This design comes from an exercise in tuning for small area and a short achievable clock period on the open sky130 flow, not from production work.
Function was checked by simulation only, so behaviour that the tests miss may differ from the original.
No activity file was given, so power comes from the tool's default toggle rates.

===== design/flow/run.sh =====
#!/bin/bash
# synth_recipe.tcl (not shown) runs the flow's synth.tcl, then flattens the netlist and writes it again
# the make line also repeats each setting of config.mk as NAME=value (left out here)
make -C /OpenROAD-flow-scripts/flow DESIGN_CONFIG=/design/flow/config.mk WORK_HOME=/design/flow/orfs CLKGATE_MAP_FILE= SYNTH_SCRIPT=/design/flow/synth_recipe.tcl finish

===== design/flow/config.mk =====
export PLATFORM = sky130hd
export DESIGN_NAME = uart_dbg_top
export DESIGN_NICKNAME = uart_dbg_top
export VERILOG_FILES = /design/flow/design.v
export SDC_FILE = /design/flow/constraint.sdc
export NUM_CORES = 4
export LEC_CHECK = 0
export ABC_CLOCK_PERIOD_IN_PS = 2000
export CAP_MARGIN = 20
export CORE_MARGIN = 2
export CORE_UTILIZATION = 40
export CTS_BUF_LIST = sky130_fd_sc_hd__clkbuf_16
export CTS_CLUSTER_DIAMETER = 60
export CTS_CLUSTER_SIZE = 24
export SETUP_SLACK_MARGIN = 2.8
export SLEW_MARGIN = 20

===== design/flow/constraint.sdc =====
create_clock -name core_clock -period 5.0 [get_ports {clk}]
set_input_delay 1.0000 -clock core_clock [delete_from_list [all_inputs] [get_ports {clk}]]
set_output_delay 1.0000 -clock core_clock [all_outputs]
set_load 0.01 [all_outputs]

===== design/flow/design.v =====
package uart_pkg;
  typedef logic [7:0] byte_t;
  typedef enum logic [1:0] {
    RX_IDLE,
    RX_START,
    RX_DATA,
    RX_STOP
  } rx_state_e;
  typedef enum logic [1:0] {
    TX_IDLE,
    TX_START,
    TX_DATA,
    TX_STOP
  } tx_state_e;
endpackage
package dbg_pkg;
  typedef enum logic [7:0] {
    CODE_EOT  = 8'h04,
    CODE_ACK  = 8'h06,
    CMD_READ  = 8'h11,
    CMD_WRITE = 8'h12
  } cmd_e;
  typedef logic [$clog2(256)-1:0] mem_addr_t;
  typedef logic [15:0] len_t;
  typedef enum logic [2:0] {
    ENG_IDLE,
    ENG_ADDR,
    ENG_LEN,
    ENG_ACK,
    ENG_DATA,
    ENG_EOT
  } eng_state_e;
endpackage
module uart_rx (
  input  logic            clk,
  input  logic            arst_n_i,
  input  logic            uart_rx_i,
  output uart_pkg::byte_t rx_data_o,
  output logic            rx_valid_o
);
  localparam int CPB   = 8;
  localparam int CNT_W = $clog2(CPB);
  logic [1:0]       sync_q;
  logic             rx_bit;
  uart_pkg::rx_state_e        state_q;
  logic [CNT_W-1:0] cnt_q;
  logic [2:0]       bit_idx_q;
  uart_pkg::byte_t            shift_q;
  logic             half_end;
  logic             bit_end;
  assign rx_bit    = sync_q[1];
  assign half_end  = (cnt_q == CNT_W'(CPB / 2 - 1));
  assign bit_end   = (cnt_q == CNT_W'(CPB - 1));
  assign rx_data_o = shift_q;
  always_ff @(posedge clk or negedge arst_n_i) begin
    if (!arst_n_i) begin
      sync_q <= 2'b11;
    end else begin
      sync_q <= {sync_q[0], uart_rx_i};
    end
  end
  always_ff @(posedge clk or negedge arst_n_i) begin
    if (!arst_n_i) begin
      state_q    <= uart_pkg::RX_IDLE;
      cnt_q      <= '0;
      bit_idx_q  <= '0;
      rx_valid_o <= 1'b0;
    end else begin
      rx_valid_o <= 1'b0;
      case (state_q)
        uart_pkg::RX_IDLE: begin
          cnt_q <= '0;
          if (!rx_bit) begin
            state_q <= uart_pkg::RX_START;
          end
        end
        uart_pkg::RX_START: begin
          cnt_q <= cnt_q + 1'b1;
          if (half_end) begin
            cnt_q   <= '0;
            state_q <= rx_bit ? uart_pkg::RX_IDLE : uart_pkg::RX_DATA;
          end
        end
        uart_pkg::RX_DATA: begin
          cnt_q <= cnt_q + 1'b1;
          if (bit_end) begin
            bit_idx_q <= bit_idx_q + 1'b1;
            if (bit_idx_q == 3'd7) begin
              state_q <= uart_pkg::RX_STOP;
            end
          end
        end
        uart_pkg::RX_STOP: begin
          cnt_q <= cnt_q + 1'b1;
          if (bit_end) begin
            rx_valid_o <= rx_bit;
            state_q    <= uart_pkg::RX_IDLE;
          end
        end
        default: begin
          state_q <= uart_pkg::RX_IDLE;
        end
      endcase
    end
  end
  always_ff @(posedge clk) begin
    if (state_q == uart_pkg::RX_DATA && bit_end) begin
      shift_q <= {rx_bit, shift_q[7:1]};
    end
  end
endmodule
module rx_fifo (
  input  logic            clk,
  input  logic            arst_n_i,
  input  logic            push_i,
  input  uart_pkg::byte_t data_i,
  input  logic            pop_i,
  output uart_pkg::byte_t head_o,
  output logic            head_ack_o,    
  output logic            head_cmd_o,    
  output logic            head_wr_o,     
  output logic            full_o,
  output logic            empty_o
);
  localparam int NSLOT = 16 - 2;
  uart_pkg::byte_t slot_q [NSLOT];
  uart_pkg::byte_t head_q;
  uart_pkg::byte_t nxt_q;
  logic            hack_q, hcmd_q, hwr_q;
  logic [3:0]      wptr_q, rptr_q;
  logic [4:0]      count_q;
  logic            empty_q, full_q, one_q, two_q;
  assign head_o     = head_q;
  assign head_ack_o = hack_q;
  assign head_cmd_o = hcmd_q;
  assign head_wr_o  = hwr_q;
  assign full_o     = full_q;
  assign empty_o    = empty_q;
  logic do_push, do_pop;
  assign do_push = push_i && !full_q;
  assign do_pop  = pop_i && !empty_q;
  logic [2:0] dec_in, dec_nxt;
  assign dec_in  = {data_i == dbg_pkg::CODE_ACK,
                    data_i == dbg_pkg::CMD_READ || data_i == dbg_pkg::CMD_WRITE,
                    data_i == dbg_pkg::CMD_WRITE};
  assign dec_nxt = {nxt_q == dbg_pkg::CODE_ACK,
                    nxt_q == dbg_pkg::CMD_READ || nxt_q == dbg_pkg::CMD_WRITE,
                    nxt_q == dbg_pkg::CMD_WRITE};
  always_ff @(posedge clk) begin
    if (do_pop || (empty_q && do_push)) begin
      if (empty_q || one_q) begin
        head_q                  <= data_i;
        {hack_q, hcmd_q, hwr_q} <= dec_in;
      end else begin
        head_q                  <= nxt_q;
        {hack_q, hcmd_q, hwr_q} <= dec_nxt;
      end
    end
  end
  always_ff @(posedge clk) begin
    if ((do_pop && !one_q) || (one_q && do_push)) begin
      nxt_q <= (one_q || two_q) ? data_i : slot_q[rptr_q];
    end
  end
  always_ff @(posedge clk) begin
    if (!full_q) begin
      slot_q[wptr_q] <= data_i;
    end
  end
  logic to_slot, from_slot;
  assign to_slot   = do_push && !empty_q && !one_q && !(two_q && do_pop);
  assign from_slot = do_pop && !one_q && !two_q;
  always_ff @(posedge clk or negedge arst_n_i) begin
    if (!arst_n_i) begin
      wptr_q  <= '0;
      rptr_q  <= '0;
      count_q <= '0;
      empty_q <= 1'b1;
      full_q  <= 1'b0;
      one_q   <= 1'b0;
      two_q   <= 1'b0;
    end else begin
      if (to_slot) begin
        wptr_q <= (wptr_q == 4'(NSLOT - 1)) ? '0 : wptr_q + 1'b1;
      end
      if (from_slot) begin
        rptr_q <= (rptr_q == 4'(NSLOT - 1)) ? '0 : rptr_q + 1'b1;
      end
      if (do_push && !do_pop) begin
        count_q <= count_q + 1'b1;
        empty_q <= 1'b0;
        one_q   <= empty_q;
        two_q   <= one_q;
        full_q  <= (count_q == 5'(16 - 1));
      end else if (do_pop && !do_push) begin
        count_q <= count_q - 1'b1;
        empty_q <= one_q;
        one_q   <= two_q;
        two_q   <= (count_q == 5'd3);
        full_q  <= 1'b0;
      end
    end
  end
endmodule
module byte_fifo #(
  parameter int DEPTH = 16
) (
  input  logic            clk,
  input  logic            arst_n_i,
  input  logic            push_i,
  input  uart_pkg::byte_t data_i,
  input  logic            pop_i,
  output uart_pkg::byte_t data_o,
  output logic            full_o,
  output logic            empty_o
);
  localparam int PTR_W = $clog2(DEPTH);
  localparam int CNT_W = $clog2(DEPTH + 1);
  uart_pkg::byte_t  mem_q [DEPTH];
  logic [PTR_W-1:0] wptr_q;
  logic [PTR_W-1:0] rptr_q;
  logic [CNT_W-1:0] count_q;
  logic             empty_q, full_q;
  logic             do_push;
  logic             do_pop;
  assign full_o  = full_q;
  assign empty_o = empty_q;
  assign do_push = push_i && !full_q;
  assign do_pop  = pop_i && !empty_q;
  assign data_o  = mem_q[rptr_q];
  always_ff @(posedge clk or negedge arst_n_i) begin
    if (!arst_n_i) begin
      wptr_q  <= '0;
      rptr_q  <= '0;
      count_q <= '0;
      empty_q <= 1'b1;
      full_q  <= 1'b0;
    end else begin
      if (do_push) begin
        wptr_q <= wptr_q + 1'b1;
      end
      if (do_pop) begin
        rptr_q <= rptr_q + 1'b1;
      end
      if (do_push && !do_pop) begin
        count_q <= count_q + 1'b1;
        empty_q <= 1'b0;
        full_q  <= (count_q == CNT_W'(DEPTH - 1));
      end else if (do_pop && !do_push) begin
        count_q <= count_q - 1'b1;
        empty_q <= (count_q == CNT_W'(1));
        full_q  <= 1'b0;
      end
    end
  end
  always_ff @(posedge clk) begin
    if (!full_q) begin
      mem_q[wptr_q] <= data_i;
    end
  end
endmodule
module uart_tx (
  input  logic            clk,
  input  logic            arst_n_i,
  input  uart_pkg::byte_t tx_data_i,
  input  logic            tx_pending_i,
  output logic            tx_pop_o,
  output logic            uart_tx_o
);
  localparam int CPB   = 8;
  localparam int CNT_W = $clog2(CPB);
  uart_pkg::tx_state_e        state_q;
  logic [CNT_W-1:0] cnt_q;
  logic [2:0]       bit_idx_q;
  uart_pkg::byte_t            shift_q;
  logic             bit_end;
  logic             shift_en;
  logic             tx_n_q;      
  assign uart_tx_o = !tx_n_q;
  assign bit_end  = (cnt_q == CNT_W'(CPB - 1));
  assign shift_en = bit_end && (state_q == uart_pkg::TX_START || state_q == uart_pkg::TX_DATA);
  assign tx_pop_o = tx_pending_i &&
                    (state_q == uart_pkg::TX_IDLE || (state_q == uart_pkg::TX_STOP && bit_end));
  always_ff @(posedge clk or negedge arst_n_i) begin
    if (!arst_n_i) begin
      state_q   <= uart_pkg::TX_IDLE;
      cnt_q     <= '0;
      bit_idx_q <= '0;
      tx_n_q    <= 1'b0;
    end else begin
      cnt_q <= bit_end ? '0 : cnt_q + 1'b1;
      case (state_q)
        uart_pkg::TX_IDLE: begin
          cnt_q <= '0;
          if (tx_pop_o) begin
            state_q   <= uart_pkg::TX_START;
            tx_n_q    <= 1'b1;
          end
        end
        uart_pkg::TX_START: begin
          if (bit_end) begin
            state_q   <= uart_pkg::TX_DATA;
            bit_idx_q <= '0;
            tx_n_q    <= !shift_q[0];
          end
        end
        uart_pkg::TX_DATA: begin
          if (bit_end) begin
            bit_idx_q <= bit_idx_q + 1'b1;
            if (bit_idx_q == 3'd7) begin
              state_q   <= uart_pkg::TX_STOP;
              tx_n_q    <= 1'b0;
            end else begin
              tx_n_q    <= !shift_q[0];
            end
          end
        end
        uart_pkg::TX_STOP: begin
          if (bit_end) begin
            state_q   <= tx_pop_o ? uart_pkg::TX_START : uart_pkg::TX_IDLE;
            tx_n_q    <= tx_pop_o;
          end
        end
        default: begin
          state_q <= uart_pkg::TX_IDLE;
        end
      endcase
    end
  end
  always_ff @(posedge clk) begin
    if (tx_pop_o) begin
      shift_q <= tx_data_i;
    end else if (shift_en) begin
      shift_q <= {1'b0, shift_q[7:1]};
    end
  end
endmodule
module dbg_engine (
  input  logic               clk,
  input  logic               arst_n_i,
  input  uart_pkg::byte_t    rx_data_i,
  input  logic               rx_ack_i,
  input  logic               rx_cmd_i,
  input  logic               rx_wr_i,
  input  logic               rx_empty_i,
  output logic               rx_pop_o,
  output uart_pkg::byte_t    tx_data_o,
  output logic               tx_push_o,
  input  logic               tx_full_i,
  output logic               mem_wr_o,
  output logic               mem_adv_o,
  output dbg_pkg::mem_addr_t mem_addr_o,
  output uart_pkg::byte_t    mem_wdata_o,
  input  uart_pkg::byte_t    mem_rdata_i
);
  logic st_idle_q, st_addr_q, st_len_q, st_ack_q, st_data_q, st_eot_q;
  logic       is_write_q;
  logic [2:0] cnt_q;
  dbg_pkg::mem_addr_t addr_q;
  dbg_pkg::len_t      len_q;
  logic       lz_q;        
  logic       rd_pend_q;
  logic data_wr, data_rd_push;
  assign mem_addr_o  = addr_q;
  assign mem_wdata_o = rx_data_i;
  assign data_wr      = st_data_q && !lz_q && is_write_q && !rx_empty_i;
  assign data_rd_push = st_data_q && !lz_q && !is_write_q && rd_pend_q && !tx_full_i;
  assign mem_wr_o  = data_wr;
  assign mem_adv_o = step;
  assign rx_pop_o = !rx_empty_i && ((st_idle_q && (!rx_ack_i || !tx_full_i)) ||
                                    st_addr_q || st_len_q || (st_data_q && !lz_q && is_write_q));
  assign tx_push_o = !tx_full_i && ((st_idle_q && !rx_empty_i && rx_ack_i) || st_ack_q ||
                                    st_eot_q || (st_data_q && !lz_q && !is_write_q && rd_pend_q));
  always_comb begin
    if (st_data_q) begin
      tx_data_o = mem_rdata_i;
    end else if (st_eot_q) begin
      tx_data_o = dbg_pkg::CODE_EOT;
    end else begin
      tx_data_o = dbg_pkg::CODE_ACK;
    end
  end
  logic step;    
  assign step = data_wr || data_rd_push;
  logic start;   
  assign start = st_idle_q && !rx_empty_i && rx_cmd_i;
  always_ff @(posedge clk or negedge arst_n_i) begin
    if (!arst_n_i) begin
      st_idle_q <= 1'b1;
      st_addr_q <= 1'b0;
      st_len_q  <= 1'b0;
      st_ack_q  <= 1'b0;
      st_data_q <= 1'b0;
      st_eot_q  <= 1'b0;
    end else begin
      if (start) begin
        st_idle_q <= 1'b0;
        st_addr_q <= 1'b1;
      end
      if (st_addr_q && !rx_empty_i && cnt_q == 3'd7) begin
        st_addr_q <= 1'b0;
        st_len_q  <= 1'b1;
      end
      if (st_len_q && !rx_empty_i && cnt_q == 3'd7) begin
        st_len_q <= 1'b0;
        st_ack_q <= 1'b1;
      end
      if (st_ack_q && !tx_full_i) begin
        st_ack_q  <= 1'b0;
        st_data_q <= 1'b1;
      end
      if (st_data_q && lz_q) begin
        st_data_q <= 1'b0;
        st_eot_q  <= 1'b1;
      end
      if (st_eot_q && !tx_full_i) begin
        st_eot_q  <= 1'b0;
        st_idle_q <= 1'b1;
      end
    end
  end
  always_ff @(posedge clk) begin
    if (start) begin
      is_write_q <= rx_wr_i;
      cnt_q      <= '0;
    end
    if ((st_addr_q || st_len_q) && !rx_empty_i) begin
      cnt_q <= cnt_q + 1'b1;
    end
    if (st_addr_q && !rx_empty_i && cnt_q == 3'd0) begin
      addr_q <= rx_data_i;
    end else if (step) begin
      addr_q <= addr_q + 1'b1;
    end
    if (st_len_q && !rx_empty_i && cnt_q == 3'd0) begin
      len_q[7:0] <= rx_data_i;
    end else if (st_len_q && !rx_empty_i && cnt_q == 3'd1) begin
      len_q[15:8] <= rx_data_i;
    end else if (step) begin
      len_q <= len_q - 1'b1;
    end
    lz_q <= step ? (len_q == 16'd1) : (len_q == 16'd0);
    if (st_ack_q) begin
      rd_pend_q <= 1'b0;
    end else if (st_data_q && !lz_q && !is_write_q) begin
      if (!rd_pend_q) begin
        rd_pend_q <= 1'b1;
      end else if (!tx_full_i) begin
        rd_pend_q <= 1'b0;
      end
    end
  end
endmodule
module dbg_mem (
  input  logic               clk,
  input  logic               wr_i,
  input  dbg_pkg::mem_addr_t waddr_i,
  input  uart_pkg::byte_t    wdata_i,
  input  dbg_pkg::mem_addr_t raddr_i,
  output uart_pkg::byte_t    rdata_o
);
  localparam int LB    = 3;                      
  localparam int RL    = 1 << LB;                
  localparam int NRING = 256 / RL;
  localparam int RB    = 8 - LB;                 
  logic [LB-1:0] ph_q;
  always_ff @(posedge clk) begin
    ph_q <= ph_q + 1'b1;
  end
  logic            dv   [RL];
  logic [7:0]      da   [RL];
  uart_pkg::byte_t dd   [RL];
  logic            dv_q [1:RL-1];
  logic [7:0]      da_q [1:RL-1];
  uart_pkg::byte_t dd_q [1:RL-1];
  always_comb begin
    dv[0] = wr_i;
    da[0] = waddr_i;
    dd[0] = wdata_i;
    for (int i = 1; i < RL; i++) begin
      dv[i] = dv_q[i];
      da[i] = da_q[i];
      dd[i] = dd_q[i];
    end
  end
  always_ff @(posedge clk) begin
    for (int i = 1; i < RL; i++) begin
      dv_q[i] <= dv[i-1];
      da_q[i] <= da[i-1];
      dd_q[i] <= dd[i-1];
    end
  end
  logic [LB-1:0]   nxt_pos;
  uart_pkg::byte_t ex_data_q;
  logic            ex_v;
  logic [RB-1:0]   ex_ring;
  uart_pkg::byte_t ex_data;
  always_ff @(posedge clk) begin
    nxt_pos <= ~ph_q - 2'd2;
  end
  always_comb begin
    ex_v    = 1'b0;
    ex_ring = da[0][7:LB];
    ex_data = dd[0];
    for (int i = 1; i < RL; i++) begin
      if (dv[i] && da[i][LB-1:0] == nxt_pos) begin
        ex_ring = da[i][7:LB];
        ex_data = dd[i];
      end
    end
    for (int i = 0; i < RL; i++) begin
      if (dv[i] && da[i][LB-1:0] == nxt_pos) begin
        ex_v = 1'b1;
      end
    end
  end
  logic [3:0] ex_g0_q, ex_g1_q;
  logic [1:0] ex_g2_q;
  always_ff @(posedge clk) begin
    for (int i = 0; i < 4; i++) begin
      ex_g0_q[i] <= ex_v && ex_ring[1:0] == 2'(i);
      ex_g1_q[i] <= ex_ring[3:2] == 2'(i);
    end
    for (int i = 0; i < 2; i++) begin
      ex_g2_q[i] <= ex_ring[4] == 1'(i);
    end
    ex_data_q <= ex_data;
  end
  uart_pkg::byte_t ring_q [NRING][RL];
  for (genvar r = 0; r < NRING; r++) begin : g_ring
    always_ff @(posedge clk) begin
      ring_q[r][0] <= (ex_g0_q[r%4] && ex_g1_q[(r/4)%4] && ex_g2_q[r/16]) ? ex_data_q
                                                                          : ring_q[r][RL-1];
      for (int s = 1; s < RL; s++) begin
        ring_q[r][s] <= ring_q[r][s-1];
      end
    end
  end
  logic [LB-1:0]      rx_lo;      
  logic [RB-1:0]      rx_ring;
  logic [3:0]         rg0_q, rg1_q;
  logic [1:0]         rg2_q;
  uart_pkg::byte_t    port;
  uart_pkg::byte_t    buf_q [RL];
  assign rx_lo   = ~ph_q;      
  assign rx_ring = raddr_i[7:LB] + RB'(rx_lo < raddr_i[LB-1:0]);
  always_ff @(posedge clk) begin
    for (int i = 0; i < 4; i++) begin
      rg0_q[i] <= rx_ring[1:0] == 2'(i);
      rg1_q[i] <= rx_ring[3:2] == 2'(i);
    end
    for (int i = 0; i < 2; i++) begin
      rg2_q[i] <= rx_ring[4] == 1'(i);
    end
  end
  always_comb begin
    port = '0;
    for (int r = 0; r < NRING; r++) begin
      port = port | (ring_q[r][0] & {8{rg0_q[r%4] && rg1_q[(r/4)%4] && rg2_q[r/16]}});
    end
  end
  always_ff @(posedge clk) begin
    buf_q[0] <= port;
    for (int k = 1; k < RL; k++) begin
      buf_q[k] <= buf_q[k-1];
    end
  end
  logic [LB-1:0] rk_q;
  always_ff @(posedge clk) begin
    rk_q <= raddr_i[LB-1:0] + ph_q;
  end
  assign rdata_o = buf_q[rk_q];
endmodule
module uart_dbg_top (
  input  logic clk,
  input  logic arst_n_i,
  input  logic uart_rx_i,
  output logic uart_tx_o,
  output logic rx_overrun_o
);
  uart_pkg::byte_t     rx_data;
  logic                rx_valid;
  uart_pkg::byte_t     rx_head;
  logic                rx_ack, rx_cmd, rx_wr;
  logic                rx_pop;
  logic                rx_full;
  logic                rx_empty;
  uart_pkg::byte_t     tx_data;
  logic                tx_push;
  logic                tx_full;
  logic                tx_empty;
  uart_pkg::byte_t     tx_head;
  logic                tx_pop;
  logic                mem_wr;
  logic                mem_adv;
  dbg_pkg::mem_addr_t  mem_addr;
  uart_pkg::byte_t     mem_wdata;
  uart_pkg::byte_t     mem_rdata;
  uart_rx u_uart_rx (
    .clk        (clk),
    .arst_n_i   (arst_n_i),
    .uart_rx_i  (uart_rx_i),
    .rx_data_o  (rx_data),
    .rx_valid_o (rx_valid)
  );
  rx_fifo u_rx_fifo (
    .clk        (clk),
    .arst_n_i   (arst_n_i),
    .push_i     (rx_valid),
    .data_i     (rx_data),
    .pop_i      (rx_pop),
    .head_o     (rx_head),
    .head_ack_o (rx_ack),
    .head_cmd_o (rx_cmd),
    .head_wr_o  (rx_wr),
    .full_o     (rx_full),
    .empty_o    (rx_empty)
  );
  always_ff @(posedge clk or negedge arst_n_i) begin
    if (!arst_n_i) begin
      rx_overrun_o <= 1'b0;
    end else if (rx_valid && rx_full) begin
      rx_overrun_o <= 1'b1;
    end
  end
  dbg_engine u_dbg_engine (
    .clk         (clk),
    .arst_n_i    (arst_n_i),
    .rx_data_i   (rx_head),
    .rx_ack_i    (rx_ack),
    .rx_cmd_i    (rx_cmd),
    .rx_wr_i     (rx_wr),
    .rx_empty_i  (rx_empty),
    .rx_pop_o    (rx_pop),
    .tx_data_o   (tx_data),
    .tx_push_o   (tx_push),
    .tx_full_i   (tx_full),
    .mem_wr_o    (mem_wr),
    .mem_adv_o   (mem_adv),
    .mem_addr_o  (mem_addr),
    .mem_wdata_o (mem_wdata),
    .mem_rdata_i (mem_rdata)
  );
  dbg_mem u_dbg_mem (
    .clk     (clk),
    .wr_i    (mem_wr),
    .waddr_i (mem_addr),
    .wdata_i (mem_wdata),
    .raddr_i (mem_addr),
    .rdata_o (mem_rdata)
  );
  byte_fifo #(
    .DEPTH (16)
  ) u_tx_fifo (
    .clk      (clk),
    .arst_n_i (arst_n_i),
    .push_i   (tx_push),
    .data_i   (tx_data),
    .pop_i    (tx_pop),
    .data_o   (tx_head),
    .full_o   (tx_full),
    .empty_o  (tx_empty)
  );
  uart_tx u_uart_tx (
    .clk          (clk),
    .arst_n_i     (arst_n_i),
    .tx_data_i    (tx_head),
    .tx_pending_i (!tx_empty),
    .tx_pop_o     (tx_pop),
    .uart_tx_o    (uart_tx_o)
  );
endmodule

==> notes.md, run 1 <==
number of buffers and inverters on the critical path 2; DR DRC count 0; Peak supply drop 318 uV; Post-DRT Antenna Nets 0; slew margin rel. 26.3%; number of cells on the worst hold path 0; R2R Path Start u_dbg_mem.ex_g2_q[0]$_DFF_P_; die width 416 um; total setup violations reported at the end of the flow 0; Area growth, synth to finish 12.1%; max-cap violation count 0; number of distinct library cells after synthesis just under 70; reg2reg end u_dbg_mem.ring_q[64][0]$_DFF_P_; clock transition at the registers of the reported paths 0.09 ns; final-report max-slew violation count 0; starting DRC count in detailed routing 2675; Global Route Usage Sum 15.4%; maximum clock frequency 0.424 GHz; WP data arrival roughly 1.4 ns; Layout Skew 0.0588 ns; Crit path max-delay family flip-flops; Routed Wire Length 135000 um; Async S/R FF share, synth 2.24%; Synth Net Count around 4100; Top Ports 5; via count of the first global-routing pass 29439; vias per cell around 4.7; main flop type after synthesis sky130_fd_sc_hd__dfxtp_1; routability-driven placement congestion ratio 0.960; Worst Min Path Start u_dbg_mem.ring_q[242][5]$_DFF_P_; IO buf count 4; cell area after layout 76000 um2; number of rows in the core area around 150; Critical Setup Path Class reg2out; core area 169000 um2; # H-tree levels 4; Initial Utilization about 40%; Placement Cell Area 70500 um2; crit-path max FO 2; wire length of the first global-routing pass 197000 um; leftover overflow at the end of global routing 0; Hold Path Sink u_dbg_mem.ring_q[243][5]$_DFF_P_; number of antenna violations at the first check in global routing 11; critical path cell sequence inv_2, buf_6; Synth Area per Inst around 17 um2; largest net degree at the start of global routing between 50 and 60; part of the Yosys area used for sequential elements ~83%; worst-case register-to-register setup slack 2.68 ns; power density over cell area 454 nW/um2; fraction of final layout cells with drive strength greater than 1 18.7%; path category of the worst min-delay check reg2reg; TritonCTS clock tree yes; CP max stage cell sky130_fd_sc_hd__dfrtp_1; RSZ-0062 raised after global routing true; number of nets in the layout roughly 4200; Hold Fails Final Rpt 0; netlist area before placement between 60000 and 70000 um2; TritonRoute pass-1 iters 7; count of yosys warnings during synthesis 15; max incr delay on CP 0.38 ns; DP Wirelength 87400 um; area enclosed by the die boundary between 150000 and 200000 um2; Crit path required time 4.00 ns; latest clock arrival within the worst-skew pair 0.81 ns; average wire per standard cell 20.9 um; Setup TNS Final 0 ns; flops & latches, synth 2631; Num CTS Buffers between 100 and 150; EDFF count, synth about 300; run status finished clean; critical path launch point type flip-flop; CTS sink cnt 2631; start point of the critical path u_uart_tx.tx_n_q$_DFFE_PN0P_; Final Cycle Share 47.2%; number of cells traversed by the worst register-to-register path 2; crit path capture type output pin; number of vias in the routed layout 30425; Root Buffer sky130_fd_sc_hd__clkbuf_16; measured slew at the worst slew-check pin 1.10 ns; buffers from clock root to sink, at most 3; filler cell count in the final layout 14630; Syn Inst Count 4088; height of the chip 416 um; shortest clock period the worst path allows after layout 2.36 ns; leakage 28.7 nW
[worst register-to-register path, delay by kind of cell (launching register included)]
kind          cells  cell delay (ns)
simple gates      1             0.78
flops             1             0.93
mux               1             0.51
[flip-flops by register name, indices dropped and copies added, names as in the netlist, 8 cells and up, named ones only]
| signal | flops |
|---|---|
| u_uart_tx.shift_q | 8 |
| u_tx_fifo.mem_q | 128 |
| u_dbg_engine.len_q | 16 |
| u_rx_fifo.nxt_q | 8 |
| u_uart_rx.shift_q | 8 |
| u_dbg_mem.buf_q | 64 |
| u_dbg_mem.ring_q | 2048 |
| u_rx_fifo.head_q | 8 |
| u_dbg_mem.ex_data_q | 8 |
| u_dbg_engine.addr_q | 8 |
| u_dbg_mem.dd_q | 56 |
| u_rx_fifo.slot_q | 112 |
| u_dbg_mem.da_q | 56 |
[cells by family after synthesis]
kind of cell	synth area share, %
mux	7.83
flops	82.6
xor+xnor	0.864
buf+inv	1.08
compound gates	3.61
simple gates	3.16
fa+ha+maj	0.834
[per-layer routing]
layer  track usage [%]  routed length (um)  vias to the layer above
li1                  -                   -                    14335
met1              21.3               61500                    15006
met2              23.8               60300                      804
met3              3.28                7830                      272
met4              6.14                5470                        8
met5                 0                  54                        -
[Yosys cell counts, types with 43 or more instances]
cell type | count | share of area (%)
sky130_fd_sc_hd__clkbuf_1 | 117 | 0.65
sky130_fd_sc_hd__nand3_1 | 53 | 0.39
sky130_fd_sc_hd__nand2_1 | 106 | 0.59
sky130_fd_sc_hd__dfrtp_1 | 54 | 2.0
sky130_fd_sc_hd__edfxtp_1 | 303 | 13
sky130_fd_sc_hd__xnor2_1 | 50 | 0.65
sky130_fd_sc_hd__a22oi_1 | 47 | 0.52
sky130_fd_sc_hd__mux4_2 | 78 | 2.6
sky130_fd_sc_hd__o21ai_0 | 77 | 0.57
sky130_fd_sc_hd__dfxtp_1 | 2269 | 67
sky130_fd_sc_hd__mux2_2 | 294 | 4.9
sky130_fd_sc_hd__inv_1 | 43 | 0.24
sky130_fd_sc_hd__nor2_1 | 85 | 0.47
[through the flow]
| step | cells | hold slack (ns) | total power [mW] | util, % | setup slack [ns] |
|---|---|---|---|---|---|
| after CTS | 6450 | 0.287 | 34.8 | 44.7 | 2.57 |
| after floorplan | 4088 | 0.310 | 22.5 | - | 2.68 |
| after detailed placement | 6214 | 0.312 | 22.6 | 41.7 | 2.07 |
| after global routing | 6471 | 0.283 | 35.6 | 45.0 | 2.56 |
| final | 6473 | 0.295 | 34.5 | 45.0 | 2.64 |
| after global placement | 6214 | 0.309 | 22.6 | 41.7 | 2.06 |
[worst max-delay path by stage]
| stage | end | cells past startpoint |
|---|---|---|
| 6_report | uart_tx_o | 2 |
| 5_1_grt | uart_tx_o | 2 |
| 4_1_cts | rx_overrun_o | 1 |
| 2_1_floorplan | u_rx_fifo.count_q[4]$_DFFE_PN0P_ | 12 |
| 3_5_place_dp | u_dbg_mem.ex_g0_q[3]$_DFF_P_ | 5 |
| 3_3_place_gp | u_dbg_mem.ex_data_q[5]$_DFF_P_ | 6 |
[where the power goes]
group	leakage (nW)	total [mW]	switching (mW)	internal, mW
clock	2.16	12.4	6.83	5.53
combinational	4.98	0.547	0.259	0.288
sequential	21.6	21.6	0.105	21.5
[what timing repair did]
action,4_1_cts,5_1_grt
cloned,1,5
endpoints found under the setup margin,273,212
resized for setup,94,65
hold buffers,1,0
hold endpoints to repair,4,0
buffers inserted,28,16
pin swaps,14,19
[layout make-up]
cell class	count	area (um2)	share of cell area, %
flip-flops and latches	2631	56100	73.8
multi-input cells	1276	11700	15.3
clock buffers	146	3650	4.81
well taps	2218	2780	3.65
repair buffers	97	932	1.23
clock inverters	60	741	0.975
inverters	43	171	0.226
diodes	2	5.00	0.00659
[placed cells by master, fill, tap and decap left out, types with 9 or more instances in the layout]
cell,count
sky130_fd_sc_hd__and2_1,18
sky130_fd_sc_hd__clkbuf_16,151
sky130_fd_sc_hd__nor2b_1,14
sky130_fd_sc_hd__nand4_1,20
sky130_fd_sc_hd__o21ai_0,72
sky130_fd_sc_hd__dfxtp_1,2248
sky130_fd_sc_hd__inv_6,10
sky130_fd_sc_hd__a211oi_1,18
sky130_fd_sc_hd__mux2_2,288
sky130_fd_sc_hd__a222oi_1,14
sky130_fd_sc_hd__mux2i_1,21
sky130_fd_sc_hd__clkinv_8,13
sky130_fd_sc_hd__inv_1,45
sky130_fd_sc_hd__a22oi_1,47
sky130_fd_sc_hd__nor2_1,75
sky130_fd_sc_hd__edfxtp_1,303
sky130_fd_sc_hd__a32oi_1,10
sky130_fd_sc_hd__nand2_1,106
sky130_fd_sc_hd__nor4_1,16
sky130_fd_sc_hd__a21oi_1,30
sky130_fd_sc_hd__and3_1,33
sky130_fd_sc_hd__xnor2_1,49
sky130_fd_sc_hd__nor2_4,9
sky130_fd_sc_hd__a221oi_1,27
sky130_fd_sc_hd__dfxtp_2,16
sky130_fd_sc_hd__xor2_1,12
sky130_fd_sc_hd__a22o_1,31
sky130_fd_sc_hd__nand3_1,28
sky130_fd_sc_hd__mux4_2,78
sky130_fd_sc_hd__buf_4,76
sky130_fd_sc_hd__dfrtp_1,48
sky130_fd_sc_hd__o22ai_1,18
sky130_fd_sc_hd__nor3_1,26
sky130_fd_sc_hd__nand3_2,25
sky130_fd_sc_hd__nand2b_1,15
sky130_fd_sc_hd__ha_1,34
==> run 2: changes to the inputs <==
--- a/design/flow/config.mk
+++ b/design/flow/config.mk
@@ -12,5 +12,5 @@
 export CTS_BUF_LIST = sky130_fd_sc_hd__clkbuf_16
 export CTS_CLUSTER_DIAMETER = 60
 export CTS_CLUSTER_SIZE = 24
-export SETUP_SLACK_MARGIN = 2.8
+export SETUP_SLACK_MARGIN = 3.1
 export SLEW_MARGIN = 20
==> notes.md, run 2 <==
shortest clock period the worst path allows after layout 2.34 ns (was 2.36 ns); slew margin rel. 24.1% (was 26.3%); main flop type after synthesis sky130_fd_sc_hd__dfxtp_1 (unchanged); worst setup timing slack at the placement stage 2.07 ns (about the same); Post-DRT Antenna Nets 0 (unchanged); leakage 29.5 nW (was 28.7 nW); Num CTS Buffers 144 (was 143); crit-path max FO 2 (unchanged); commonest non-fill, non-tap cells in the layout 2237 x sky130_fd_sc_hd__dfxtp_1, 303 x sky130_fd_sc_hd__edfxtp_1, 281 x sky130_fd_sc_hd__mux2_2 (was 2248 x sky130_fd_sc_hd__dfxtp_1, 303 x sky130_fd_sc_hd__edfxtp_1, 288 x sky130_fd_sc_hd__mux2_2); Top Ports 5 (unchanged); run status finished clean (unchanged); Crit path required time 4.00 ns (about the same); routability-driven placement congestion ratio 0.956 (was 0.960); clock transition at the registers of the reported paths 0.08 ns (was 0.09 ns); CTS sink cnt 2631 (unchanged); CP max stage cell sky130_fd_sc_hd__dfrtp_1 (unchanged); starting DRC count in detailed routing 2889 (was 2675); TritonCTS clock tree yes (unchanged); Post-synth top cells 2269 x sky130_fd_sc_hd__dfxtp_1, 303 x sky130_fd_sc_hd__edfxtp_1, 294 x sky130_fd_sc_hd__mux2_2 (unchanged); fraction of final layout cells with drive strength greater than 1 22.9% (was 18.7%); WP data arrival 1.34 ns (was 1.36 ns); Yosys top cell by area sky130_fd_sc_hd__dfxtp_1 (unchanged); cells taking the most area after synthesis sky130_fd_sc_hd__dfxtp_1 67%, sky130_fd_sc_hd__edfxtp_1 13%, sky130_fd_sc_hd__mux2_2 4.9% (unchanged); core area 169000 um2 (unchanged); Area growth, synth to finish 14.8% (was 12.1%); Root Buffer sky130_fd_sc_hd__clkbuf_16 (unchanged); measured slew at the worst slew-check pin 1.14 ns (was 1.10 ns); Hold Fails Final Rpt 0 (unchanged); max FFs per register 2048 (unchanged); number of rows in the core area 151 (unchanged); number of cells on the worst hold path 0 (unchanged); max-cap violation count 0 (unchanged); most common cell after layout, fill and taps aside sky130_fd_sc_hd__dfxtp_1 (unchanged); Synth Net Count 4135 (unchanged); flops & latches, synth 2631 (unchanged); critical path launch point type flip-flop (unchanged); Final Cycle Share 46.7% (was 47.2%); number of buffers and inverters on the critical path 1 (was 2); average wire per standard cell 20.9 um (about the same); Initial Utilization 40.1% (unchanged); DP Wirelength 86900 um (was 87400 um); Peak supply drop 331 uV (was 318 uV); Global Route Usage Sum 15.6% (was 15.4%); Async S/R FF share, synth 2.24% (unchanged); filler cell count in the final layout 14398 (was 14630); RSZ-0062 raised after global routing true (unchanged); Cell Count Post-Placement 6215 (was 6214); Core Util, Final 46.1% (was 45.0%); netlist area before placement 67800 um2 (unchanged); Regs by FF count u_dbg_mem.ring_q x2048, u_tx_fifo.mem_q x128, u_rx_fifo.slot_q x112 (unchanged); Crit path max-delay family flip-flops (unchanged); sequential cell area in the final layout 56100 um2 (about the same); via count of the first global-routing pass 30041 (was 29439); Cell Count, Final, Fillers Out 6563 (was 6473); maximum clock frequency 0.428 GHz (was 0.424 GHz); Critical Setup Path Class reg2out (unchanged); depth of the critical timing path with buffers and inverters included 1 (was 2); proportion of netlist area held by the largest area contributor 67.0% (unchanged); cell area after layout 77800 um2 (was 76000 um2); power density over cell area 447 nW/um2 (was 454 nW/um2); IO buf count 4 (unchanged); largest reg by FF count u_dbg_mem.ring_q (unchanged); min setup slack post-route 2.66 ns (was 2.64 ns); number of antenna violations at the first check in global routing 7 (was 11); count of yosys warnings during synthesis 15 (unchanged); total setup violations reported at the end of the flow 0 (unchanged); buffers from clock root to sink, at most 3 (unchanged); largest net degree at the start of global routing 60 (was 56); EDFF count, synth 303 (unchanged); Layout Skew 0.0357 ns (was 0.0588 ns); number of nets in the layout 4327 (was 4239); crit path capture type output pin (unchanged); max incr delay on CP 0.39 ns (was 0.38 ns); path category of the worst min-delay check reg2reg (unchanged); height of the chip 416 um (unchanged); TritonRoute pass-1 iters 6 (was 7); Routed Wire Length 137000 um (was 135000 um); die width 416 um (unchanged); Syn Inst Count 4088 (unchanged); number of cells traversed by the worst register-to-register path 5 (was 2); number of vias in the routed layout 30979 (was 30425); most numerous cell in the Yosys netlist sky130_fd_sc_hd__dfxtp_1 (unchanged); number of distinct library cells after synthesis 69 (unchanged); # H-tree levels 4 (unchanged); multi-input gate area in the final layout 12300 um2 (was 11700 um2); leftover overflow at the end of global routing 0 (unchanged); Synth Area per Inst 16.6 um2 (unchanged); critical path cell sequence buf_2 (was inv_2, buf_6); Placement Cell Area 70600 um2 (was 70500 um2); DR DRC count 0 (unchanged); vias per cell 4.72 (was 4.70); part of the Yosys area used for sequential elements 82.6% (unchanged); final-report max-slew violation count 0 (unchanged); Setup TNS Final 0 ns (unchanged); latest clock arrival within the worst-skew pair 0.81 ns (about the same); wire length of the first global-routing pass 199000 um (was 197000 um); area enclosed by the die boundary 173000 um2 (unchanged)
-- run 2: cell count changes in the layout (fill, tap and decap cells not counted), moves of 10 or more --
cell / before / now
sky130_fd_sc_hd__buf_4: 76 / 125
sky130_fd_sc_hd__and3_4: 0 / 10
sky130_fd_sc_hd__dfxtp_1: 2248 / 2237
sky130_fd_sc_hd__buf_12: 7 / 23
sky130_fd_sc_hd__and3_1: 33 / 23
sky130_fd_sc_hd__dfxtp_4: 5 / 16
sky130_fd_sc_hd__nor4_1: 16 / 5
sky130_fd_sc_hd__buf_6: 5 / 18
-- run 2: cell families after synthesis --
| family | Yosys count | synth area share [%] |
|---|---|---|
| flops | 2631 | 82.6 |
| simple gates | 425 | 3.16 |
| mux | 396 | 7.83 |
| compound gates | 344 | 3.61 |
| buf+inv | 182 | 1.08 |
| xor+xnor | 66 | 0.864 |
| fa+ha+maj | 44 | 0.834 |
-- run 2: final timing paths --
kind / startpoint / end / slack (ns)
min in group asynchronous: arst_n_i / u_tx_fifo.rptr_q[3]$_DFFE_PN0P_ / 0.35
hold reg to reg: u_dbg_mem.ring_q[242][6]$_DFF_P_ / u_dbg_mem.ring_q[243][6]$_DFF_P_ / 0.31
hold / removal: u_dbg_mem.ring_q[242][6]$_DFF_P_ / u_dbg_mem.ring_q[243][6]$_DFF_P_ / 0.31
setup reg to reg: u_rx_fifo.rptr_q[0]$_DFFE_PN0P_ / u_rx_fifo.nxt_q[7]$_DFFE_PP_ / 2.72
max in group asynchronous: arst_n_i / u_tx_fifo.rptr_q[0]$_DFFE_PN0P_ / 4.02
setup / recovery: rx_overrun_o$_DFFE_PN0P_ / rx_overrun_o / 2.66
-- run 2: layout make-up --
class | count | area share, %
multi-input combinational | 1276 | 15.8
timing repair buffer | 184 | 2.50
sequential | 2631 | 72.1
clock inverter | 59 | 0.991
tap | 2218 | 3.57
clock buffer | 148 | 4.76
antenna | 4 | 0.0129
inverter | 43 | 0.225
-- run 2: through the flow --
step                      hold WS, ns  power [mW]
final                           0.308        34.8
after global routing            0.311        35.9
after CTS                       0.310        35.0
after detailed placement        0.312        22.6
after global placement          0.309        22.6
after floorplan                 0.310        22.5
-- run 2: where the power goes --
part,leakage [nW],switching (mW),internal [mW]
combinational,5.71,0.278,0.342
sequential,21.6,0.131,21.5
clock,2.19,6.82,5.73
-- run 2: layer usage --
| layer | wire, um | GRT usage [%] | share of wire [%] |
|---|---|---|---|
| met2 | 59400 | 23.6 | 43 |
| met5 | 14 | 0 | 0.010 |
| met1 | 64900 | 22.2 | 47 |
| met4 | 5180 | 5.82 | 3.8 |
| met3 | 7430 | 3.01 | 5.4 |
-- run 2: repair_timing --
action                                  CTS  global route
buffers inserted                         58            69
endpoints found under the setup margin  580           363
cloned                                    7             3
hold buffers                              0             0
resized for setup                       204           122
pin swaps                                26            46
==> run 3: changes to the inputs <==
--- a/design/flow/design.v
+++ b/design/flow/design.v
@@ -128,7 +128,6 @@
   uart_pkg::byte_t nxt_q;
   logic            hack_q, hcmd_q, hwr_q;
   logic [3:0]      wptr_q, rptr_q;
-  logic [4:0]      count_q;
   logic            empty_q, full_q, one_q, two_q;
   assign head_o     = head_q;
   assign head_ack_o = hack_q;
@@ -170,33 +169,33 @@
   logic to_slot, from_slot;
   assign to_slot   = do_push && !empty_q && !one_q && !(two_q && do_pop);
   assign from_slot = do_pop && !one_q && !two_q;
+  logic [3:0] wptr_inc, rptr_inc;
+  assign wptr_inc = (wptr_q == 4'(NSLOT - 1)) ? '0 : wptr_q + 1'b1;
+  assign rptr_inc = (rptr_q == 4'(NSLOT - 1)) ? '0 : rptr_q + 1'b1;
   always_ff @(posedge clk or negedge arst_n_i) begin
     if (!arst_n_i) begin
       wptr_q  <= '0;
       rptr_q  <= '0;
-      count_q <= '0;
       empty_q <= 1'b1;
       full_q  <= 1'b0;
       one_q   <= 1'b0;
       two_q   <= 1'b0;
     end else begin
       if (to_slot) begin
-        wptr_q <= (wptr_q == 4'(NSLOT - 1)) ? '0 : wptr_q + 1'b1;
+        wptr_q <= wptr_inc;
       end
       if (from_slot) begin
-        rptr_q <= (rptr_q == 4'(NSLOT - 1)) ? '0 : rptr_q + 1'b1;
+        rptr_q <= rptr_inc;
       end
       if (do_push && !do_pop) begin
-        count_q <= count_q + 1'b1;
         empty_q <= 1'b0;
         one_q   <= empty_q;
         two_q   <= one_q;
-        full_q  <= (count_q == 5'(16 - 1));
+        full_q  <= !empty_q && !one_q && (wptr_inc == rptr_q);
       end else if (do_pop && !do_push) begin
-        count_q <= count_q - 1'b1;
         empty_q <= one_q;
         one_q   <= two_q;
-        two_q   <= (count_q == 5'd3);
+        two_q   <= !empty_q && !one_q && !two_q && (rptr_inc == wptr_q);
         full_q  <= 1'b0;
       end
     end
@@ -215,11 +214,9 @@
   output logic            empty_o
 );
   localparam int PTR_W = $clog2(DEPTH);
-  localparam int CNT_W = $clog2(DEPTH + 1);
   uart_pkg::byte_t  mem_q [DEPTH];
   logic [PTR_W-1:0] wptr_q;
   logic [PTR_W-1:0] rptr_q;
-  logic [CNT_W-1:0] count_q;
   logic             empty_q, full_q;
   logic             do_push;
   logic             do_pop;
@@ -232,7 +229,6 @@
     if (!arst_n_i) begin
       wptr_q  <= '0;
       rptr_q  <= '0;
-      count_q <= '0;
       empty_q <= 1'b1;
       full_q  <= 1'b0;
     end else begin
@@ -243,12 +239,10 @@
         rptr_q <= rptr_q + 1'b1;
       end
       if (do_push && !do_pop) begin
-        count_q <= count_q + 1'b1;
         empty_q <= 1'b0;
-        full_q  <= (count_q == CNT_W'(DEPTH - 1));
+        full_q  <= (PTR_W'(wptr_q + 1'b1) == rptr_q);
       end else if (do_pop && !do_push) begin
-        count_q <= count_q - 1'b1;
-        empty_q <= (count_q == CNT_W'(1));
+        empty_q <= (PTR_W'(rptr_q + 1'b1) == wptr_q);
         full_q  <= 1'b0;
       end
     end
--- a/design/flow/config.mk
+++ b/design/flow/config.mk
@@ -12,5 +12,5 @@
 export CTS_BUF_LIST = sky130_fd_sc_hd__clkbuf_16
 export CTS_CLUSTER_DIAMETER = 60
 export CTS_CLUSTER_SIZE = 24
-export SETUP_SLACK_MARGIN = 3.1
+export SETUP_SLACK_MARGIN = 2.8
 export SLEW_MARGIN = 20
==> notes.md, run 3 <==
latest clock arrival within the worst-skew pair 0.81 ns (about the same); final-report max-slew violation count 0 (unchanged); filler cell count in the final layout 14505 (was 14398); starting DRC count in detailed routing 2145 (was 2889); EDFF count, synth 303 (unchanged); number of antenna violations at the first check in global routing 3 (was 7); commonest non-fill, non-tap cells in the layout 2249 x sky130_fd_sc_hd__dfxtp_1, 303 x sky130_fd_sc_hd__edfxtp_1, 289 x sky130_fd_sc_hd__mux2_2 (was 2237 x sky130_fd_sc_hd__dfxtp_1, 303 x sky130_fd_sc_hd__edfxtp_1, 281 x sky130_fd_sc_hd__mux2_2); Num CTS Buffers 143 (was 144); critical path launch point type flip-flop (unchanged); wire length of the first global-routing pass 194000 um (was 199000 um); core area 167000 um2 (was 169000 um2); DP Wirelength 80400 um (was 86900 um); largest net degree at the start of global routing 50 (was 60); leakage 28.6 nW (was 29.5 nW); number of distinct library cells after synthesis 76 (was 69); TritonCTS clock tree yes (unchanged); reg2reg end u_dbg_mem.ring_q[112][7]$_DFF_P_ (was u_rx_fifo.nxt_q[7]$_DFFE_PP_); via count of the first global-routing pass 29870 (was 30041); height of the chip 415 um (was 416 um); average wire per standard cell 20.3 um (was 20.9 um); IO buf count 4 (unchanged); maximum clock frequency 0.431 GHz (was 0.428 GHz); Async S/R FF share, synth 1.87% (was 2.24%); flops & latches, synth 2621 (was 2631); multi-input gate area in the final layout 11700 um2 (was 12300 um2); Syn Inst Count 4086 (was 4088); Hold Path Sink u_dbg_mem.ring_q[156][0]$_DFF_P_ (was u_dbg_mem.ring_q[243][6]$_DFF_P_); Area growth, synth to finish 12.2% (was 14.8%); Global Route Usage Sum 15.0% (was 15.6%); tightest hold margin 0.288 ns (was 0.308 ns); Placement Cell Area 70000 um2 (was 70600 um2); buffers from clock root to sink, at most 3 (unchanged); WP data arrival 1.32 ns (was 1.34 ns); run status finished clean (unchanged); TritonRoute pass-1 iters 7 (was 6); max-cap violation count 0 (unchanged); count of yosys warnings during synthesis 15 (unchanged); routability-driven placement congestion ratio 0.874 (was 0.956); worst-case register-to-register setup slack 2.75 ns (was 2.72 ns); area enclosed by the die boundary 172000 um2 (was 173000 um2); total setup violations reported at the end of the flow 0 (unchanged); RSZ-0062 raised after global routing true (unchanged); Peak supply drop 347 uV (was 331 uV); most common cell after layout, fill and taps aside sky130_fd_sc_hd__dfxtp_1 (unchanged); slew margin rel. 31.3% (was 24.1%); number of vias in the routed layout 30163 (was 30979); cell area after layout 75800 um2 (was 77800 um2); Critical Setup Path Class reg2out (unchanged); Routed Wire Length 131000 um (was 137000 um); Top Ports 5 (unchanged); CTS sink cnt 2621 (was 2631); cells taking the most area after synthesis sky130_fd_sc_hd__dfxtp_1 67%, sky130_fd_sc_hd__edfxtp_1 13%, sky130_fd_sc_hd__mux2_2 4.9% (unchanged); sequential cell area in the final layout 55800 um2 (was 56100 um2); shortest clock period the worst path allows after layout 2.32 ns (was 2.34 ns); Root Buffer sky130_fd_sc_hd__clkbuf_16 (unchanged); Regs by FF count u_dbg_mem.ring_q x2048, u_tx_fifo.mem_q x128, u_rx_fifo.slot_q x112 (unchanged); vias per cell 4.67 (was 4.72); crit-path max FO 2 (unchanged); path category of the worst min-delay check reg2reg (unchanged); Crit path max-delay family flip-flops (unchanged); Layout Skew 0.0791 ns (was 0.0357 ns); power density over cell area 453 nW/um2 (was 447 nW/um2); netlist area before placement 67600 um2 (was 67800 um2); Hold Fails Final Rpt 0 (unchanged); part of the Yosys area used for sequential elements 82.5% (was 82.6%); main flop type after synthesis sky130_fd_sc_hd__dfxtp_1 (unchanged); DR DRC count 0 (unchanged); number of rows in the core area 150 (was 151); crit path capture type output pin (unchanged); Crit path required time 4.00 ns (about the same); largest reg by FF count u_dbg_mem.ring_q (unchanged); Worst Min Path Start u_dbg_mem.ring_q[155][0]$_DFF_P_ (was u_dbg_mem.ring_q[242][6]$_DFF_P_); Synth Net Count 4125 (was 4135); Post-synth top cells 2269 x sky130_fd_sc_hd__dfxtp_1, 303 x sky130_fd_sc_hd__edfxtp_1, 295 x sky130_fd_sc_hd__mux2_2 (was 2269 x sky130_fd_sc_hd__dfxtp_1, 303 x sky130_fd_sc_hd__edfxtp_1, 294 x sky130_fd_sc_hd__mux2_2); Hold-fix buffers, CTS 0 (unchanged); R2R Path Start u_dbg_mem.ex_g2_q[0]$_DFF_P_ (was u_rx_fifo.rptr_q[0]$_DFFE_PN0P_); number of cells traversed by the worst register-to-register path 2 (was 5); max FFs per register 2048 (unchanged); number of cells on the worst hold path 0 (unchanged); Yosys top cell by area sky130_fd_sc_hd__dfxtp_1 (unchanged); die width 415 um (was 416 um); critical path cell sequence inv_2, buf_6 (was buf_2); CP max stage cell sky130_fd_sc_hd__dfrtp_1 (unchanged); Post-DRT Antenna Nets 0 (unchanged); measured slew at the worst slew-check pin 1.03 ns (was 1.14 ns); leftover overflow at the end of global routing 0 (unchanged); number of buffers and inverters on the critical path 2 (was 1); Setup TNS Final 0 ns (unchanged); fraction of final layout cells with drive strength greater than 1 18.8% (was 22.9%); Synth Area per Inst 16.5 um2 (was 16.6 um2); most numerous cell in the Yosys netlist sky130_fd_sc_hd__dfxtp_1 (unchanged); # H-tree levels 4 (unchanged); proportion of netlist area held by the largest area contributor 67.2% (was 67.0%); number of nets in the layout 4218 (was 4327); Initial Utilization 40.4% (was 40.1%); max incr delay on CP 0.38 ns (was 0.39 ns); Final Cycle Share 46.4% (was 46.7%); clock transition at the registers of the reported paths 0.09 ns (was 0.08 ns)
==> run 3: logic make-up (layout without fill, tap and decap cells) <==
group | count (synthesis) | after routing | share of synthesized area [%]
DFF | 2621 | 2621 | 82.5
muxes | 403 | 403 | 7.96
AOI/OAI and AO/OA | 351 | 351 | 3.68
xor gates and xnor gates | 70 | 70 | 0.919
adders and majority gates | 36 | 36 | 0.678
other | 0 | 5 | 0
and+or+nand+nor | 433 | 434 | 3.21
buffers and inverters | 172 | 333 | 1.02
==> run 3: layer usage <==
metal	routed length, um	track usage (%)
met5	13	0
met4	4060	5.28
met3	5460	2.49
met2	59300	23.4
met1	62500	21.1
==> run 3: how the worst max path moves through the flow <==
stage                                    startpoint                        endpoint  cells past startpoint
floorplan           u_tx_fifo.rptr_q[0]$_DFFE_PN0P_  u_uart_tx.shift_q[0]$_DFFE_PP_                      5
global placement          u_dbg_mem.ph_q[0]$_DFF_P_    u_dbg_mem.ex_g0_q[1]$_DFF_P_                      6
detailed placement        u_dbg_mem.ph_q[0]$_DFF_P_    u_dbg_mem.ex_g0_q[0]$_DFF_P_                      6
CTS                    u_uart_tx.tx_n_q$_DFFE_PN0P_                       uart_tx_o                      2
global route           u_uart_tx.tx_n_q$_DFFE_PN0P_                       uart_tx_o                      2
finish                 u_uart_tx.tx_n_q$_DFFE_PN0P_                       uart_tx_o                      2
==> run 3: timing repair <==
| action | 4_1_cts | 5_1_grt |
|---|---|---|
| setup buffers | 30 | 23 |
| gates cloned | 1 | 1 |
| gates resized for setup | 134 | 78 |
| setup endpoints to repair | 356 | 226 |
| pin swaps | 8 | 11 |
==> run 3: cell type report <==
type | count | area share (%)
flip-flops and latches | 2621 | 73.7
clock buffers | 144 | 4.76
repair buffers | 82 | 1.08
clock inverters | 70 | 1.18
diodes | 5 | 0.0165
well taps | 2204 | 3.64
inverters | 37 | 0.188
multi-input cells | 1294 | 15.5
==> run 3: worst reg2reg max path, delay by kind of cell (launching register included) <==
kind,cells,cell delay [ns]
multiplexers,1,0.48
AND/OR/NAND/NOR,1,0.71
flip-flops,1,1.00
==> run 3: per-stage QoR <==
stage	instances	setup slack (ns)	util (%)	power, mW
6_report	6457	2.68	45.3	34.3
3_5_place_dp	6183	1.88	41.8	22.4
4_1_cts	6428	2.59	44.9	34.7
5_1_grt	6452	2.60	45.3	35.5
3_3_place_gp	6183	1.95	41.8	22.3
2_1_floorplan	4086	2.81	-	22.2
==> run 3: where the power goes <==
part / switching [mW] / internal (mW)
logic: 0.221 / 0.203
clock network: 6.90 / 5.56
registers: 0.102 / 21.4
total: 7.22 / 27.1
==> run 4: changes to the inputs <==
--- a/design/flow/config.mk
+++ b/design/flow/config.mk
@@ -12,5 +12,5 @@
 export CTS_BUF_LIST = sky130_fd_sc_hd__clkbuf_16
 export CTS_CLUSTER_DIAMETER = 60
 export CTS_CLUSTER_SIZE = 24
-export SETUP_SLACK_MARGIN = 2.8
+export SETUP_SLACK_MARGIN = 3.0
 export SLEW_MARGIN = 20
==> notes.md, run 4 <==
run status finished clean (unchanged); buffers from clock root to sink, at most 3 (unchanged); CTS sink cnt 2621 (unchanged); DR DRC count 0 (unchanged); routability-driven placement congestion ratio 0.880 (was 0.874); Num CTS Buffers 142 (was 143); total setup violations reported at the end of the flow 0 (unchanged); wire length of the first global-routing pass 196000 um (was 194000 um); P_int 27.4 mW (was 27.1 mW); Top Ports 5 (unchanged); Yosys top cell by area sky130_fd_sc_hd__dfxtp_1 (unchanged); post-layout total power 34.5 mW (was 34.3 mW); max-cap violation count 0 (unchanged); Final Cycle Share 46.3% (was 46.4%); worst-case register-to-register setup slack 2.77 ns (was 2.75 ns); TritonCTS clock tree yes (unchanged); Hold Fails Final Rpt 0 (unchanged); largest reg by FF count u_dbg_mem.ring_q (unchanged); R2R Path Start u_tx_fifo.rptr_q[0]$_DFFE_PN0P_ (was u_dbg_mem.ex_g2_q[0]$_DFF_P_); Crit path max-delay family flip-flops (unchanged); number of nets in the layout 4283 (was 4218); Syn Inst Count 4086 (unchanged); starting DRC count in detailed routing 2586 (was 2145); Root Buffer sky130_fd_sc_hd__clkbuf_16 (unchanged); netlist area before placement 67600 um2 (unchanged); main flop type after synthesis sky130_fd_sc_hd__dfxtp_1 (unchanged); count of yosys warnings during synthesis 15 (unchanged); IO buf count 4 (unchanged); Layout Skew 0.0400 ns (was 0.0791 ns); fraction of final layout cells with drive strength greater than 1 21.9% (was 18.8%); shortest clock period the worst path allows after layout 2.31 ns (was 2.32 ns); number of buffers and inverters on the critical path 1 (was 2); Clock power frac 36.3% (about the same); most numerous cell in the Yosys netlist sky130_fd_sc_hd__dfxtp_1 (unchanged); part of the Yosys area used for sequential elements 82.5% (unchanged); slew margin rel. 46.2% (was 31.3%); Worst Min Path Start u_dbg_mem.ring_q[228][4]$_DFF_P_ (was u_dbg_mem.ring_q[155][0]$_DFF_P_); latest clock arrival within the worst-skew pair 0.81 ns (about the same); Hold Path Sink u_dbg_mem.ring_q[229][4]$_DFF_P_ (was u_dbg_mem.ring_q[156][0]$_DFF_P_); Initial Utilization 40.4% (unchanged); Cell Count Post-Placement 6185 (was 6183); share of total power consumed by net switching 20.5% (was 21.0%); maximum clock frequency 0.432 GHz (was 0.431 GHz); flops & latches, synth 2621 (unchanged); worst setup timing slack at the placement stage 2.10 ns (was 1.88 ns); Crit path required time 4.00 ns (about the same); most common cell after layout, fill and taps aside sky130_fd_sc_hd__dfxtp_1 (unchanged); crit path capture type output pin (unchanged); Area growth, synth to finish 14.2% (was 12.2%); Regs by FF count u_dbg_mem.ring_q x2048, u_tx_fifo.mem_q x128, u_rx_fifo.slot_q x112 (unchanged); Critical Setup Path Class reg2out (unchanged); reported net switching power 7.07 mW (was 7.22 mW); Routed Wire Length 134000 um (was 131000 um); Post-DRT Antenna Nets 0 (unchanged); number of cells on the worst hold path 0 (unchanged); leftover overflow at the end of global routing 0 (unchanged); # H-tree levels 4 (unchanged); CP max stage cell sky130_fd_sc_hd__dfrtp_1 (unchanged); via count of the first global-routing pass 29771 (was 29870); Core Util, Final 46.1% (was 45.3%); area enclosed by the die boundary 172000 um2 (unchanged); EDFF count, synth 303 (unchanged); Cell Count, Final, Fillers Out 6520 (was 6457); reg2reg end u_uart_tx.shift_q[1]$_DFFE_PP_ (was u_dbg_mem.ring_q[112][7]$_DFF_P_); final-report max-slew violation count 0 (unchanged); Sequential Power Share 62.3% (was 62.5%); critical path cell sequence buf_2 (was inv_2, buf_6); Global Route Usage Sum 15.3% (was 15.0%); height of the chip 415 um (unchanged); crit-path max FO 2 (unchanged); max FFs per register 2048 (unchanged); measured slew at the worst slew-check pin 0.807 ns (was 1.03 ns); Peak supply drop 272 uV (was 347 uV); power density over cell area 447 nW/um2 (was 453 nW/um2); proportion of netlist area held by the largest area contributor 67.2% (unchanged); combinational power share 1.4% (was 1.2%); largest net degree at the start of global routing 50 (unchanged); WP data arrival 1.31 ns (was 1.32 ns); commonest non-fill, non-tap cells in the layout 2247 x sky130_fd_sc_hd__dfxtp_1, 303 x sky130_fd_sc_hd__edfxtp_1, 288 x sky130_fd_sc_hd__mux2_2 (was 2249 x sky130_fd_sc_hd__dfxtp_1, 303 x sky130_fd_sc_hd__edfxtp_1, 289 x sky130_fd_sc_hd__mux2_2); DP Wirelength 81900 um (was 80400 um); Async S/R FF share, synth 1.87% (unchanged); number of antenna violations at the first check in global routing 6 (was 3); RSZ-0062 raised after global routing true (unchanged); average wire per standard cell 20.6 um (was 20.3 um); cells taking the most area after synthesis sky130_fd_sc_hd__dfxtp_1 67%, sky130_fd_sc_hd__edfxtp_1 13%, sky130_fd_sc_hd__mux2_2 4.9% (unchanged); number of distinct library cells after synthesis 76 (unchanged); Setup TNS Final 0 ns (unchanged); TritonRoute pass-1 iters 5 (was 7); number of vias in the routed layout 30638 (was 30163); min setup slack post-route 2.69 ns (was 2.68 ns); number of cells traversed by the worst register-to-register path 5 (was 2); Synth Net Count 4125 (unchanged); vias per cell 4.70 (was 4.67); Post-synth top cells 2269 x sky130_fd_sc_hd__dfxtp_1, 303 x sky130_fd_sc_hd__edfxtp_1, 295 x sky130_fd_sc_hd__mux2_2 (unchanged); path category of the worst min-delay check reg2reg (unchanged); max incr delay on CP 0.39 ns (was 0.38 ns); core area 167000 um2 (unchanged); leakage 29.1 nW (was 28.6 nW); clock transition at the registers of the reported paths 0.09 ns (about the same); number of rows in the core area 150 (unchanged); die width 415 um (unchanged); start point of the critical path rx_overrun_o$_DFFE_PN0P_ (was u_uart_tx.tx_n_q$_DFFE_PN0P_); Synth Area per Inst 16.5 um2 (unchanged); critical path launch point type flip-flop (unchanged)
## run 4: cell count changes in the layout (fill, tap and decap cells not counted), moves of 6 or more
cell / change
sky130_fd_sc_hd__nand3_2: +11
sky130_fd_sc_hd__o21ai_0: -11
sky130_fd_sc_hd__o21ai_1: +11
sky130_fd_sc_hd__clkinv_16: -7
sky130_fd_sc_hd__clkinv_8: -6
sky130_fd_sc_hd__buf_4: +28
sky130_fd_sc_hd__buf_6: +20
sky130_fd_sc_hd__nor2_4: +11
sky130_fd_sc_hd__nand3_1: -13
sky130_fd_sc_hd__inv_2: +6
sky130_fd_sc_hd__buf_12: +13
sky130_fd_sc_hd__nor2_2: -6
sky130_fd_sc_hd__inv_6: +6
## run 4: cell families (layout without fill, tap and decap cells)
kind of cell	count (synthesis)	after routing	share of synthesized area (%)
adder cells (fa/ha/maj)	36	36	0.678
AND/OR/NAND/NOR	433	433	3.21
multiplexers	403	403	7.96
AO/OA/AOI/OAI	351	351	3.68
flip-flops	2621	2621	82.5
other	0	3	0
XOR/XNOR	70	70	0.919
buffers and inverters	172	399	1.02
## run 4: area by class of cell
type                    count  area, um2
diodes                      3       7.51
fillers                 14315      90300
multi-input cells        1293      12300
well taps                2204       2760
clock inverters            66        771
repair buffers            149       1680
inverters                  37        143
clock buffers             147       3680
flip-flops and latches   2621      55800
## run 4: how the worst max path moves through the flow
| stage | end | cells past startpoint |
|---|---|---|
| floorplan | u_uart_tx.shift_q[4]$_DFFE_PP_ | 5 |
| global placement | u_rx_fifo.nxt_q[2]$_DFFE_PP_ | 4 |
| detailed placement | u_rx_fifo.nxt_q[3]$_DFFE_PP_ | 4 |
| CTS | rx_overrun_o | 1 |
| global route | uart_tx_o | 2 |
| finish | rx_overrun_o | 1 |
## run 4: power groups by stage
stage               Sequential [mW]  Combinational [mW]  Clock [mW]
global route                   21.5               0.529        13.6
CTS                            21.5               0.432        12.9
floorplan                      21.9               0.330           0
finish                         21.5               0.485        12.5
detailed placement             22.0               0.403           0
global placement               22.0               0.390           0
## run 4: what timing repair did
action                                  in CTS  in global routing
endpoints found under the setup margin     485                283
hold buffers                                 0                  0
setup buffers                               71                 41
pin swaps                                   45                 72
cloned                                       5                  2
gates resized for setup                    214                141
## run 4: through the flow
step | area, um2 | hold slack [ns]
2_1_floorplan | 67700 | 0.310
3_3_place_gp | 70100 | 0.309
3_5_place_dp | 70100 | 0.312
4_1_cts | 76100 | 0.275
5_1_grt | 77200 | 0.312
6_report | 77200 | 0.311
## run 4: metal layers
metal | share of wire (%) | routed length (um) | global-route usage, % | up-vias
li1 | - | - | - | 14417
met1 | 48 | 65000 | 22.3 | 15322
met2 | 44 | 59100 | 23.1 | 683
met3 | 5.0 | 6750 | 2.63 | 216
met4 | 2.7 | 3680 | 5.13 | 0
met5 | 0 | 0 | 0 | -

## separate check: timing with driven ports
The flow's constraints put no driver on any port. The routed layouts listed below were extracted and timed again, unchanged, in two steps.
Step 1 assumes that a clkbuf_16 drives the clock port and a buf_2 every other input.
Step 2 moves the port delays by t, midway between the first and last clock arrival at a register: inputs arrive t later, outputs are due t later. That takes back most of the time a late clock gives input paths.
Three values: ideal, step 1, step 2; two values: the first two.
run	t (ns)	setup slack, ns	clock arrival spread, ns
run 1	0.863	2.639 / 2.556 / 2.644	0.069 / 0.069
run 2	0.865	2.665 / 2.592 / 2.721	0.044 / 0.044
run 3	0.846	2.680 / 2.607 / 2.752	0.084 / 0.085
run 4	0.868	2.687 / 2.612 / 2.770	0.042 / 0.042
After both steps setup and hold are still met in every run listed. Setup slack includes reset recovery checks.
